This is an optimization exercise on Yosys and OpenROAD, whose aim is small area, a short achievable clock period and few clock cycles per item, not a production implementation. The RTL was checked by simulation tests, not by an equivalence proof against the original design. Power is estimated from default activity; no workload was simulated.

## flow/design.v (module list and top-level ports; edited modules follow where they fit)
// module aqic_band: 96 lines
// module aqic_interp: 71 lines
// module aqic_mul: 1061 lines
// module air_quality_index_classifier: 78 lines
module air_quality_index_classifier (
  input  logic        clk,
  input  logic        rst_n,
  input  logic        in_valid,
  output logic        in_ready,
  input  logic        in_pollutant,
  input  logic [15:0] in_concentration_tenths,
  output logic        out_valid,
  input  logic        out_ready,
  output logic [9:0]  out_index_value,
  output logic [2:0]  out_category,
  input  logic        cfg_valid,
  output logic        cfg_ready,
  input  logic [1:0]  cfg_index_scheme
);
  // ...
==> flow/run.sh <==
#!/bin/bash
# synth_recipe.tcl (not shown) runs the flow's synth.tcl, then flattens the netlist and writes it again
# the make line also repeats each setting of config.mk as NAME=value (left out here)
make -C /OpenROAD-flow-scripts/flow DESIGN_CONFIG=/design/flow/config.mk WORK_HOME=/design/flow/orfs CLKGATE_MAP_FILE= SYNTH_SCRIPT=/design/flow/synth_recipe.tcl finish
==> flow/config.mk <==
export PLATFORM = sky130hd
export DESIGN_NAME = air_quality_index_classifier
export DESIGN_NICKNAME = air_quality_index_classifier
export VERILOG_FILES = /design/flow/design.v
export SDC_FILE = /design/flow/constraint.sdc
export NUM_CORES = 4
export LEC_CHECK = 0
export ABC_AREA = 1
export CAP_MARGIN = 20
export CORE_MARGIN = 2
export CORE_UTILIZATION = 40
export SETUP_SLACK_MARGIN = 5
export SLEW_MARGIN = 20
==> flow/constraint.sdc <==
create_clock -name core_clock -period 10.0 [get_ports {clk}]
set_input_delay 2.0000 -clock core_clock [delete_from_list [all_inputs] [get_ports {clk}]]
set_output_delay 2.0000 -clock core_clock [all_outputs]
set_load 0.01 [all_outputs]
==> results.txt, run 1 <==
Max-cap check violation count -> 0
Initial Util -> 40.5%
Flop pwr share -> 17.4%
Initial antenna violation count -> 0
Register fraction of the total cell area -> 22.7%
Post-Syn Nets -> 1,526
Commonest cells after routing, fill and taps aside -> inv_1, nand2_1, nor2_1, edfxtp_1, xor2_1
Met2 Use GR -> 44.8%
Drt total wl -> 35.8 mm
First-pass GRT wire length -> 55.0 mm
Measured slew at the worst slew-check pin -> 944 ps
Max reg flops -> 22
Compound-gate portion of the synthesized area -> 13.7%
First-pass DRT Iterations -> 6
Num rows -> 58
Run status -> no timing/DRC/antenna violations
Routability cong. -> 1.03
Synth Instances -> 1,406
Post-CTS Resized -> 13
WL met2 -> 16.5 mm
Most flop-heavy register -> a_r
Routed wire per std cell -> 20.0 um
Combinational Power Share -> 72.8%
Hold_buf cts -> 0
Critical path capture point type -> output pin
Post-Place Worst Slack -> 4500 ps
Gr ovfl total -> 0
Layout Nets -> 1,575
Non-clock buffers -> 70
Setup Skew -> 18.3 ps
DR WL met3 -> 2.66 mm
Testbench counts, summed over its fixed seeds: cycles 8,096, items 8,000.
==> inputs of run 2 (changes only) <==
--- a/flow/config.mk
+++ b/flow/config.mk
@@ -6,5 +6,4 @@
 export NUM_CORES = 4
 export LEC_CHECK = 0
-export ABC_AREA = 1
 export CAP_MARGIN = 20
 export CORE_MARGIN = 2
==> run 2 against run 1 <==
Effect of this change: still clean; final area is 1.9% higher; total power fell by 7.5%; wire length is 1.7% lower; sequential share of layout area fell by 0.43 points; fmax is 0.36% higher; combinational power fell by 8.3%; sequential cell count unchanged; area after synthesis is 3.0% higher; clock power decreased by 6.1%; register-to-register slack barely moved; critical path depth up 13; global-route usage decreased by 1.8 points; largest cell class unchanged.
==> results.txt, run 2 <==
Run status -> no timing/DRC/antenna violations
Final Cycle Share -> 49.0%
Max-cap check violation count -> 0 (unchanged)
Gr ovfl total -> 0 (unchanged)
Asr flop ratio synth -> 0%
Post-synth top cells -> nand2_1, inv_1, nor2_1, edfxtp_1, clkbuf_1
Seq/Total Area, Yosys -> 25.0%
Critical path class -> register to register
Yosys top cell area share -> 24.0%
VDD IR max -> 0.711 mV
Leak -> 0.00460 uW
Worst skew pair latency -> 360 ps
Fin cells -> 1,616
Die X-Extent -> 166 um
Overall Global Routing Usage -> 25.3%
First-pass GRT wire length -> 55.6 mm (+1.1%)
Post-Synth Adder-Cell Area -> 15.7%
Cell Area, Synth -> 10,500 um^2
Avg Inst Size Synth -> 8.26 um^2
Cell with the most instances after synthesis -> nand2_1
Slew Limit Fails -> 0
Clk buf depth -> 2
Main combinational cell family by area after synthesis -> compound AO/OA/AOI/OAI gates
Crit path largest cell delay -> 550 ps
CTS clk-pin slew, worst paths -> 70 ps
Mux cell area share after synthesis -> 0.775%
DR vias -> 10,186
Total CTS buffers -> 9
Post-Synth Simple-Gate Area -> 19.9%
Crit path time final -> 4900 ps
Largest cells by area after synthesis -> edfxtp_1, fa_1, xnor2_1
Final setup fails -> 0
Startpoint type of the worst setup path -> register
CP Buf/Inv Count -> 3
Post-synth EDFFs -> 84
Critical path capture point type -> register
Core area -> 25,900 um^2
Initial antenna violation count -> 0 (unchanged)
Num rows -> 59 (+1.7%)
Measured slew at the worst slew-check pin -> 1070 ps (+122 ps)
Die area -> 27,500 um^2
Unrepaired setup endpoints after global routing -> true
Critical Path RT -> 10,100 ps
Post-placement cell count -> 1,551
P&R area growth vs syn -> 12.1%
Root Buffer -> clkbuf_16
Layout Nets -> 1,397 (-11%)
Hold_buf cts -> 0 (unchanged)
# IOs -> 40
Synth warn -> 3
Cell Chain, Critical Path -> a22oi_2 -> xnor2_1 -> fa_1 -> inv_1 -> fa_1 -> fa_1 -> inv_1 -> fa_1 -> ha_1 -> a211o_1 -> a21oi_1 -> nand2_1 -> o211ai_1 -> buf_4 -> a21boi_4 -> a21o_1 -> a311o_1
H-tree levels -> 3
Synth Area in XOR/XNOR -> 6.10%
Leading area contributor after synthesis -> edfxtp_1
Post-Syn Nets -> 1,390 (-8.9%)
Compound-gate portion of the synthesized area -> 24.6% (+11 points)
Clk sinks -> 89
Antenna cells -> 0
Achievable frequency -> 0.204 GHz
Power per Cell Area -> 300 nW/um^2
Most flop-heavy register -> a_r
Slew HR -> 28.4%
Worst reg-to-reg setup slack -> 5100 ps
CTS tree -> built
Drt total wl -> 35.2 mm (-1.7%)
Post-route DRC -> 0
Min-delay worst type -> register to register
Crit path max-delay family -> adder cells
Hpwl dp -> 24.1 mm
Synth Instances -> 1,270 (-9.7%)
Largest net degree at the start of global routing -> 69
Ys flop type -> edfxtp_1
Fin. Hold Viols -> 0
Vias per std cell -> 6.30
Initial drt markers -> 1,297
Max FO, Critical Path -> 7
First-pass DRT Iterations -> 8 (+2)
Initial Util -> 40.5% (-0.062 points)
Largest regs -> a_r (22), dig_r (18)
Setup Skew -> 17.0 ps (-1.32 ps)
Netlist cell types -> 87
#FFs+latches synth -> 89
Setup tns final -> 0 ps
CP max-delay cell -> fa_1
Data arrival, critical path -> 5000 ps
Share of layout cells above drive strength 1 -> 9.99%
Leading cell type in the layout, fill and taps excluded -> nand2_1
Most used cell, CP -> fa_1
Routed wire per std cell -> 21.8 um (+8.8%)
Routed Antenna Nets -> 0
Max reg flops -> 22 (unchanged)
Vias in the first global route -> 9,735
Commonest cells after routing, fill and taps aside -> nand2_1, inv_1, nor2_1, edfxtp_1, o21ai_0
PortBufs -> 38
Die Y -> 166 um
Routability cong. -> 0.994 (-3.2%)
## run 2: worst paths after layout
check	start	to	depth (start not counted)
worst min register to register	x_a_r[6]	x_b_r[6]	0
worst min-delay path	x_a_r[6]	x_b_r[6]	0
worst max-delay path	x_b_r[8]	out_idx_r[9]	17
worst max register to register	x_b_r[8]	out_idx_r[9]	17
## run 2: report_power, final
| part | switching (uW) | internal [uW] | total (uW) |
|---|---|---|---|
| logic | 1380 | 1170 | 2550 |
| registers | 52.4 | 573 | 625 |
| clock network | 156 | 196 | 352 |
## run 2: per-layer routing
metal	share of wire [%]	global-route usage (%)	wire length [um]	vias to the layer above
met2	44	38.8	15600	658
li1	-	-	-	4620
met3	9.9	5.10	3480	94
met5	0	0	0	-
met4	3.2	8.39	1140	0
met1	43	35.6	15100	4814
## run 2: logic make-up after synthesis
family                   count (synthesis)
AO/OA/AOI/OAI                          383
XOR/XNOR                                73
adder cells (fa/ha/maj)                 96
buffers and inverters                  210
flip-flops                              89
multiplexers                             8
other                                    1
AND/OR/NAND/NOR                        410
## run 2: final cells by class
type                    count  area, um^2
clock buffers               9         225
clock inverters             6        73.8
fillers                  2510       14100
inverters                 100         377
multi-input cells         972        7150
flip-flops and latches     89        2620
well taps                 335         419
repair buffers            105         892
## run 2: what timing repair did
action | CTS | global route
gates resized for setup | 7 | 21
endpoints found under the setup margin | 5 | 9
buffers inserted | 40 | 9
pin swaps | 1 | 7
cloned | 1 | 0
## run 2: metrics by stage
stage	total power [uW]	util (%)	worst slack (ps)	area (um^2)	hold WS [ps]
after detailed placement	2910	42.4	4380	11000	406
after CTS	3340	44.8	4950	11600	419
after global routing	3900	45.4	4920	11800	426
final	3530	45.4	5100	11800	418
after global placement	2840	42.4	4370	11000	401
after floorplan	2380	-	5070	10500	400

[separate check: timing with driven ports]
Ports are ideal in the flow. The routed layouts listed here were re-timed in OpenROAD.
Step 1: set_driving_cell puts a clkbuf_16 on clk and a buf_2 on each other input, an assumption about the parent block.
Step 2 also shifts input and output timing later by t, the mid clock arrival at the registers, as if the neighbouring blocks saw the same clock.
Three values: no drivers, after step 1, after step 2; two values: the first two.
run | t, ns | setup slack, ns | pins driven straight from the clock port
run 1 | 0.393 | 5.080 / 5.060 / 4.795 | 1
run 2 | 0.398 | 5.098 / 5.098 / 4.809 | 1
After both steps setup and hold are still met in every run listed. The setup slack of run 2, which loses most, moves by 0.000 ns with the drivers and by -0.289 ns with both steps.
